What follows belongs to an exercise in optimizing a design on an open flow for small area; a production flow would make more cautious choices.
For this run, only the layout was checked, not whether the RTL still works.
No activity file was given, so power comes from the tool's default toggle rates.

--- flow/config.mk ---
export PLATFORM = sky130hd
export DESIGN_NAME = pic_alu_top
export DESIGN_NICKNAME = pic_alu_top
export VERILOG_FILES = /design/flow/design.v
export SDC_FILE = /design/flow/constraint.sdc
export NUM_CORES = 4
export LEC_CHECK = 0
export CAP_MARGIN = 20
export CORE_MARGIN = 2
export CORE_UTILIZATION = 40
export SLEW_MARGIN = 20
--- flow/constraint.sdc ---
create_clock -name core_clock -period 5.0 [get_ports {clk}]
set_input_delay 1.0000 -clock core_clock [delete_from_list [all_inputs] [get_ports {clk}]]
set_output_delay 1.0000 -clock core_clock [all_outputs]
set_load 0.01 [all_outputs]
--- flow/design.v ---
package pic_alu_pkg;
    typedef struct packed {
        logic [5:0]              op;
        logic                    d;      
        logic [7-1:0] f;
    } byte_fmt_t;
    typedef struct packed {
        logic [3:0]              op;
        logic [3-1:0]   b;
        logic [7-1:0] f;
    } bit_fmt_t;
    typedef struct packed {
        logic [5:0]             op;
        logic [8-1:0] k;
    } lit_fmt_t;
    typedef union packed {
        byte_fmt_t bytef;
        bit_fmt_t  bitf;
        lit_fmt_t  litf;
    } instr_t;
    typedef enum logic [4:0] {
        ALU_NOP,
        ALU_ADDWF,
        ALU_ANDWF,
        ALU_CLRF,
        ALU_CLRW,
        ALU_COMF,
        ALU_DECF,
        ALU_INCF,
        ALU_IORWF,
        ALU_MOVF,
        ALU_MOVWF,
        ALU_RLF,
        ALU_RRF,
        ALU_SUBWF,
        ALU_SWAPF,
        ALU_XORWF,
        ALU_BCF,
        ALU_BSF,
        ALU_MOVLW,
        ALU_ADDLW,
        ALU_SUBLW,
        ALU_ANDLW,
        ALU_IORLW,
        ALU_XORLW
    } alu_op_e;
    typedef struct packed {
        alu_op_e                 op;
        logic                    dest_f;   
        logic [7-1:0] addr;
        logic [8-1:0]  lit;      
        logic                    valid;
    } uop_t;
    typedef struct packed {
        uop_t                   uop;
        logic [8-1:0] operand;   
    } exec_t;
    typedef struct packed {
        logic z;
        logic dc;
        logic c;
    } status_t;
    typedef struct packed {
        logic                    en;
        logic [7-1:0] addr;
        logic [8-1:0]  data;
    } file_wr_t;
endpackage
`timescale 1ns/1ps
module file_regs (
    input  logic                     clk,
    input  logic                     rst_n,
    input  logic [7-1:0]  rd_addr,
    output logic [8-1:0]   rd_data,
    input  pic_alu_pkg::file_wr_t    wr
);
    logic [8-1:0] mem [128];
    always_ff @(posedge clk or negedge rst_n) begin
        if (!rst_n) begin
            for (int i = 0; i < 128; i++) begin
                mem[i] <= '0;
            end
        end else if (wr.en) begin
            mem[wr.addr] <= wr.data;
        end
    end
    assign rd_data = mem[rd_addr];
endmodule
`timescale 1ns/1ps
module instr_decode (
    input  logic                clk,
    input  logic                rst_n,
    input  pic_alu_pkg::instr_t instr,
    input  logic                instr_valid,
    output pic_alu_pkg::uop_t   uop
);
    pic_alu_pkg::instr_t instr_q;
    logic   instr_vq;
    pic_alu_pkg::uop_t   uop_d;
    always_ff @(posedge clk) begin
        instr_q <= instr;   
    end
    always_ff @(posedge clk or negedge rst_n) begin
        if (!rst_n) begin
            instr_vq <= 1'b0;
        end else begin
            instr_vq <= instr_valid;
        end
    end
    always_comb begin
        uop_d.valid  = instr_vq;
        uop_d.op     = pic_alu_pkg::ALU_NOP;
        uop_d.addr   = instr_q.bytef.f;
        uop_d.dest_f = instr_q.bytef.d;
        uop_d.lit    = instr_q.litf.k;
        case (instr_q.bytef.op)
            6'b000111: uop_d.op = pic_alu_pkg::ALU_ADDWF;
            6'b000101: uop_d.op = pic_alu_pkg::ALU_ANDWF;
            6'b000001:   uop_d.op = instr_q.bytef.d ? pic_alu_pkg::ALU_CLRF : pic_alu_pkg::ALU_CLRW;
            6'b001001:  uop_d.op = pic_alu_pkg::ALU_COMF;
            6'b000011:  uop_d.op = pic_alu_pkg::ALU_DECF;
            6'b001010:  uop_d.op = pic_alu_pkg::ALU_INCF;
            6'b000100: uop_d.op = pic_alu_pkg::ALU_IORWF;
            6'b001000:  uop_d.op = pic_alu_pkg::ALU_MOVF;
            6'b000000: uop_d.op = instr_q.bytef.d ? pic_alu_pkg::ALU_MOVWF : pic_alu_pkg::ALU_NOP;
            6'b001101:   uop_d.op = pic_alu_pkg::ALU_RLF;
            6'b001100:   uop_d.op = pic_alu_pkg::ALU_RRF;
            6'b000010: uop_d.op = pic_alu_pkg::ALU_SUBWF;
            6'b001110: uop_d.op = pic_alu_pkg::ALU_SWAPF;
            6'b000110: uop_d.op = pic_alu_pkg::ALU_XORWF;
            6'b111010: uop_d.op = pic_alu_pkg::ALU_XORLW;
            6'b111001: uop_d.op = pic_alu_pkg::ALU_ANDLW;
            6'b111000: uop_d.op = pic_alu_pkg::ALU_IORLW;
            default: ;
        endcase
        case (instr_q.litf.op[5:1])
            5'b11111: uop_d.op = pic_alu_pkg::ALU_ADDLW;
            5'b11110: uop_d.op = pic_alu_pkg::ALU_SUBLW;
            default: ;
        endcase
        case (instr_q.bitf.op)
            4'b1100: uop_d.op = pic_alu_pkg::ALU_MOVLW;
            4'b0100:   uop_d.op = pic_alu_pkg::ALU_BCF;
            4'b0101:   uop_d.op = pic_alu_pkg::ALU_BSF;
            default: ;
        endcase
        if (instr_q.litf.op[5:4] == 2'b11) begin
            uop_d.dest_f = 1'b0;
        end
        if (uop_d.op == pic_alu_pkg::ALU_BCF || uop_d.op == pic_alu_pkg::ALU_BSF) begin
            uop_d.dest_f = 1'b1;
            uop_d.lit    = {{(8-3){1'b0}}, instr_q.bitf.b};
        end
    end
    always_ff @(posedge clk or negedge rst_n) begin
        if (!rst_n) begin
            uop <= '0;
        end else begin
            uop <= uop_d;
        end
    end
endmodule
`timescale 1ns/1ps
module operand_fetch (
    input  logic                     clk,
    input  logic                     rst_n,
    input  pic_alu_pkg::uop_t        uop,
    output logic [7-1:0]  rd_addr,
    input  logic [8-1:0]   rd_data,
    input  pic_alu_pkg::file_wr_t    wb,
    output pic_alu_pkg::exec_t       ex
);
    logic                   hit;
    logic [8-1:0] operand;
    assign rd_addr = uop.addr;
    assign hit     = wb.en && (wb.addr == uop.addr);
    assign operand = hit ? wb.data : rd_data;
    always_ff @(posedge clk or negedge rst_n) begin
        if (!rst_n) begin
            ex <= '0;
        end else begin
            ex.uop     <= uop;
            ex.operand <= operand;
        end
    end
endmodule
`timescale 1ns/1ps
module alu_execute (
    input  logic                    clk,
    input  logic                    rst_n,
    input  pic_alu_pkg::exec_t      ex,
    output pic_alu_pkg::file_wr_t   wr,
    output logic [8-1:0]  w,
    output pic_alu_pkg::status_t    status,
    output logic                    retired
);
    logic                   use_lit;
    logic                   is_sub;
    logic [8-1:0] add_a;
    logic [8-1:0] add_b;
    logic [8:0]   sum;
    logic [4:0]             nib;
    logic [8-1:0] bit_mask;
    logic [8-1:0] result;
    logic                   upd_z;
    logic                   active;
    logic                   wr_w;
    pic_alu_pkg::status_t                flags_nx;
    assign use_lit = (ex.uop.op == pic_alu_pkg::ALU_ADDLW) || (ex.uop.op == pic_alu_pkg::ALU_SUBLW);
    assign is_sub  = (ex.uop.op == pic_alu_pkg::ALU_SUBWF) || (ex.uop.op == pic_alu_pkg::ALU_SUBLW);
    assign add_a   = use_lit ? ex.uop.lit : ex.operand;
    assign add_b   = is_sub ? ~w : w;
    assign sum     = {1'b0, add_a} + {1'b0, add_b} + {{8{1'b0}}, is_sub};
    assign nib     = {1'b0, add_a[3:0]} + {1'b0, add_b[3:0]} + {4'd0, is_sub};   
    always_comb begin
        bit_mask = '0;
        bit_mask[ex.uop.lit[3-1:0]] = 1'b1;
    end
    always_comb begin
        result   = ex.operand;
        flags_nx = status;
        upd_z    = 1'b0;
        case (ex.uop.op)
            pic_alu_pkg::ALU_ADDWF, pic_alu_pkg::ALU_SUBWF, pic_alu_pkg::ALU_ADDLW, pic_alu_pkg::ALU_SUBLW: begin
                result      = sum[8-1:0];
                flags_nx.c  = sum[8];
                flags_nx.dc = nib[4];
                upd_z       = 1'b1;
            end
            pic_alu_pkg::ALU_ANDWF: begin
                result = w & ex.operand;
                upd_z  = 1'b1;
            end
            pic_alu_pkg::ALU_IORWF: begin
                result = w | ex.operand;
                upd_z  = 1'b1;
            end
            pic_alu_pkg::ALU_XORWF: begin
                result = w ^ ex.operand;
                upd_z  = 1'b1;
            end
            pic_alu_pkg::ALU_ANDLW: begin
                result = w & ex.uop.lit;
                upd_z  = 1'b1;
            end
            pic_alu_pkg::ALU_IORLW: begin
                result = w | ex.uop.lit;
                upd_z  = 1'b1;
            end
            pic_alu_pkg::ALU_XORLW: begin
                result = w ^ ex.uop.lit;
                upd_z  = 1'b1;
            end
            pic_alu_pkg::ALU_CLRF, pic_alu_pkg::ALU_CLRW: begin
                result = '0;
                upd_z  = 1'b1;
            end
            pic_alu_pkg::ALU_COMF: begin
                result = ~ex.operand;
                upd_z  = 1'b1;
            end
            pic_alu_pkg::ALU_DECF: begin
                result = ex.operand - 1'b1;
                upd_z  = 1'b1;
            end
            pic_alu_pkg::ALU_INCF: begin
                result = ex.operand + 1'b1;
                upd_z  = 1'b1;
            end
            pic_alu_pkg::ALU_MOVF: upd_z = 1'b1;              
            pic_alu_pkg::ALU_MOVWF: result = w;
            pic_alu_pkg::ALU_RLF: begin
                result     = {ex.operand[8-2:0], status.c};
                flags_nx.c = ex.operand[8-1];
            end
            pic_alu_pkg::ALU_RRF: begin
                result     = {status.c, ex.operand[8-1:1]};
                flags_nx.c = ex.operand[0];
            end
            pic_alu_pkg::ALU_SWAPF: result = {ex.operand[3:0], ex.operand[7:4]};
            pic_alu_pkg::ALU_BCF:   result = ex.operand & ~bit_mask;
            pic_alu_pkg::ALU_BSF:   result = ex.operand | bit_mask;
            pic_alu_pkg::ALU_MOVLW: result = ex.uop.lit;
            default: ;                           
        endcase
        if (upd_z) begin
            flags_nx.z = (result == '0);
        end
    end
    assign active = ex.uop.valid && (ex.uop.op != pic_alu_pkg::ALU_NOP);
    assign wr_w   = active && !ex.uop.dest_f;
    assign wr.en   = active && ex.uop.dest_f;
    assign wr.addr = ex.uop.addr;
    assign wr.data = result;
    always_ff @(posedge clk or negedge rst_n) begin
        if (!rst_n) begin
            w       <= '0;
            status  <= '0;
            retired <= 1'b0;
        end else begin
            retired <= ex.uop.valid;     
            if (active) begin
                status <= flags_nx;
            end
            if (wr_w) begin
                w <= result;
            end
        end
    end
endmodule
`timescale 1ns/1ps
module pic_alu_top (
    input  logic                    clk,
    input  logic                    rst_n,
    input  pic_alu_pkg::instr_t     instr,
    input  logic                    instr_valid,
    output logic [8-1:0]  w,
    output pic_alu_pkg::status_t    status,
    output logic                    retired
);
    pic_alu_pkg::uop_t                    uop;
    pic_alu_pkg::exec_t                   ex;
    pic_alu_pkg::file_wr_t                wr;       
    logic [7-1:0] rd_addr;
    logic [8-1:0]  rd_data;
    instr_decode u_decode (
        .clk         (clk),
        .rst_n       (rst_n),
        .instr       (instr),
        .instr_valid (instr_valid),
        .uop         (uop)
    );
    operand_fetch u_fetch (
        .clk     (clk),
        .rst_n   (rst_n),
        .uop     (uop),
        .rd_addr (rd_addr),
        .rd_data (rd_data),
        .wb      (wr),
        .ex      (ex)
    );
    file_regs u_file (
        .clk     (clk),
        .rst_n   (rst_n),
        .rd_addr (rd_addr),
        .rd_data (rd_data),
        .wr      (wr)
    );
    alu_execute u_exec (
        .clk     (clk),
        .rst_n   (rst_n),
        .ex      (ex),
        .wr      (wr),
        .w       (w),
        .status  (status),
        .retired (retired)
    );
endmodule
--- flow/run.sh ---
#!/bin/bash
# synth_recipe.tcl (not shown) runs the flow's synth.tcl, then flattens the netlist and writes it again
# the make line also repeats each setting of config.mk as NAME=value (left out here)
make -C /OpenROAD-flow-scripts/flow DESIGN_CONFIG=/design/flow/config.mk WORK_HOME=/design/flow/orfs CLKGATE_MAP_FILE= SYNTH_SCRIPT=/design/flow/synth_recipe.tcl finish
==> flow_summary.yaml <==
status:
  outcome: "no timing/DRC/antenna violations"
floorplan:
  coreArea_sq_um: 127000
  pin_count: 29
  rows: 131
  die-area_sq_um: 131000
  start_util_pct: 40.2
  die_x_um: 362
  die_h_um: 362
detailed_routing:
  post_drt_wl_per_cell_um: 36.6
  avgViaCountPerCell: 6.67
  drtPass1Iterations: 6
  ant_nets: 0
  vias: 41800
  totalWireLength_um: 229000
  first_iter_violations: 6530
  drc: 0
pwr:
  p_leak_uw: 0.0270
  vdd_drop_max_uv: 334
  powerDensity_nw_per_um2: 368
synth:
  synth_fa_ha_area_share_pct: 0.470
  synth-seq-cells: 1103
  synthDistinctLibCells: 86
  async_flop_share_pct: 98.7
  synthesis.nets: 4436
  yosys-mux-area-fraction_pct: 19.6
  ys_seq_area_share_pct: 53.8
  synth_edf_count: 0
  synthCells: 4401
  syn-cell-area_sq_um: 51100
  synth_compound_area_share_pct: 11.9
  synth_top_area_share_pct: 53.3
  synth.most_common_cell: "dfrtp_1"
  yosys.area_share.simple_pct: 10.6
  yosys_warnings: 5
  yosys.area_share.xor_xnor_pct: 0.377
  yosys-top-cells-area: "dfrtp_1 53%, mux2_2 19%, a22oi_1 3.7%"
  synth_area_per_cell_sq_um: 11.6
  synth_top_family_by_area: "multiplexers"
  ys_top_cells_by_count: "1089 x dfrtp_1, 877 x mux2_2, 291 x clkbuf_1, 288 x nand3_1, 281 x nor2_1"
  synthFlopType: "dfrtp_1"
  synth_area_leader_cell: "dfrtp_1"
clock_network:
  cts.clk_slew.worst_paths_ns: 0.06
  cts_setup_buffers: 0
  cts_buffers: 118
  cts_tree: "done"
  cts_max_level: 3
  cts.sink_count: 1103
  cts_hold_buf: 0
  clk_latency_ns: 0.81
  clockBufferDepth: 3
  cts.repair.resized: 0
  cts_root_buf: "clkbuf_16"
cells_and_area:
  area_growth_syn_to_layout_pct: 16.4
  post-route-util_pct: 46.8
  drive_above_1_share_pct: 32.2
  nets: 4527
  layout.cells.non_filler: 6267
critical_path:
  worst-setup-path-type: "reg2reg"
  cp-end-kind: "flip-flop"
  required_ns: 5.64
  crit_fanout: 20
  critPathLaunchType: "flip-flop"
  crit_arrival_ns: 5.30
worst_hold_path:
  min_path_type: "in2async"
placement:
  place_hpwl_um: 152000
  dp.cells: 6033
  gp_congestion: 1.06
  io_buffers: 28
timing:
  worstMarginPinSlew_ns: 1.26
  drv_slew: 0
  rsz0062_at_grt: "no"
  finalSetupViolCount: 0
  finalCriticalPeriod_ns: 4.66
  clock_skew_ns: 0.0906
  max_freq_mhz: 214
  layout_worst_path_cycle_share_pct: 93.3
  hold_viol: 0
  maxSlewHeadroom_pct: 16.1
  setup-tns-final_ns: 0
  holdWs_ns: 0.216
grt:
  grt_first_pass_wirelength_um: 318000
  grt_start_max_net_pins: 144
  grt_use_total_pct: 34.5
  grt_pass1_vias: 39700
  antenna_found_initial: 17
  grt_overflow_total: 0
job:
  timing.max_cap.violations: 0
==> sequential cells by signal, indices dropped and copies added, names as in the netlist <==
register           count
u_exec.retired         1
u_exec.status          3
u_exec.w               8
u_decode.instr_vq      1
u_file.mem          1024
u_decode.instr_q      14
u_fetch.ex            30
u_decode.uop          22
==> final timing paths <==
| kind | from | end | slack [ns] | depth (start not counted) |
|---|---|---|---|---|
| min in group core_clock | u_decode.instr_q[3] | u_decode.uop[12] | 0.31 | 0 |
| max reg2reg | u_decode.uop[11] | u_fetch.ex[7] | 0.34 | 9 |
| min reg2reg | u_decode.instr_q[3] | u_decode.uop[12] | 0.31 | 0 |
| min | rst_n | u_file.mem[105][5] | 0.22 | 1 |
| max | u_decode.uop[11] | u_fetch.ex[7] | 0.34 | 9 |
| max in group asynchronous | rst_n | u_file.mem[62][0] | 3.49 | 2 |
==> power breakdown <==
| part | internal [uW] | total [uW] | switching (uW) |
|---|---|---|---|
| logic | 867 | 2910 | 2050 |
| registers | 9320 | 9690 | 368 |
| clock network | 5380 | 9280 | 3910 |
==> kinds of logic (layout without fill, tap and decap cells) <==
kind of cell | after synthesis | in the layout
flops | 1103 | 1103
other cells | 0 | 8
fa+ha+maj | 18 | 18
buf+inv | 399 | 595
simple gates | 1083 | 1083
mux | 894 | 894
compound gates | 882 | 882
xor+xnor | 22 | 22
==> cell usage in the layout (no fill, tap or decap), types with 16 or more instances in the layout <==
cell / n
nand4_1: 85
o22ai_1: 79
o31ai_1: 28
buf_4: 267
ha_1: 16
nor4_1: 39
clkbuf_1: 31
mux2i_1: 17
nand2b_1: 17
dfrtp_1: 1087
a22o_1: 30
nand2_1: 175
xnor2_1: 18
clkbuf_16: 119
clkdlybuf4s50_1: 27
nor2_2: 27
a222oi_1: 44
a22oi_1: 252
buf_12: 50
inv_1: 23
a21oi_1: 182
nand3_1: 288
nor2_1: 248
nor3_1: 34
mux2_2: 877
nor2b_1: 24
a221oi_1: 26
and3_1: 20
a31oi_1: 23
clkinv_2: 24
a32oi_1: 17
clkbuf_8: 24
o21ai_0: 105
==> metal layers <==
layer / share of wire, % / vias up / wire length, um / GRT usage (%)
li1: - / 16600 / - / -
met3: 12 / 782 / 28700 / 12.7
met4: 7.8 / 22 / 17800 / 22.1
met5: 0.069 / - / 158 / 0
met2: 42 / 2887 / 95400 / 49.1
met1: 38 / 21500 / 87400 / 44.2
==> worst max-delay path, cell delays in order (launching register included) <==
cell,delay (ns)
dfrtp_1,0.90
nor4bb_4,1.13
buf_4,0.54
a222oi_1,0.20
nand3_1,0.23
o21ai_0,0.40
o31ai_1,0.44
or3_1,0.29
mux2i_1,0.13
o21ai_0,0.18
==> cell type report <==
cell class | instances | area, sq um
fillers | 11600 | 67700
flip-flops and latches | 1103 | 27500
multi-input cells | 2899 | 22400
clock buffers | 174 | 3420
repair buffers | 347 | 3310
well taps | 1662 | 2080
clock inverters | 51 | 674
inverters | 23 | 86.3
diodes | 8 | 20.0
==> stage by stage <==
step / power, uW / worst slack (ns) / area, sq um
floorplan: 11200 / 0.957 / 51100
global placement: 12700 / 0.692 / 55300
detailed placement: 12700 / 0.570 / 55400
CTS: 21900 / 0.564 / 59500
global route: 22500 / 0.266 / 59500
finish: 21900 / 0.336 / 59500

==> separate check: timing with driven ports <==
In the flow no input, the clock included, has a driving cell. The finished layout below was timed again as built, in two steps. Step 1: set_driving_cell puts a clkbuf_16 on clk and a buf_2 on each other input, an assumption about the parent block. Step 2 adds t to the input delays and takes it off the output delays; t is the mean of the earliest and latest rising clock arrival at the registers after step 1. Input paths then give back, and output paths get back, about the clock's delay inside the block. Slacks: ideal / step 1 / step 2; pairs: ideal / step 1.
t (ns): 0.852
slack for setup (ns): 0.336 / 0.336 / 0.336
worst setup path after step 2: register to register
clock arrival spread, ns: 0.090 / 0.091
After both steps this run still meets setup and hold. The setup slack of this run moves by 0.000 ns with the drivers and by 0.000 ns with both steps.
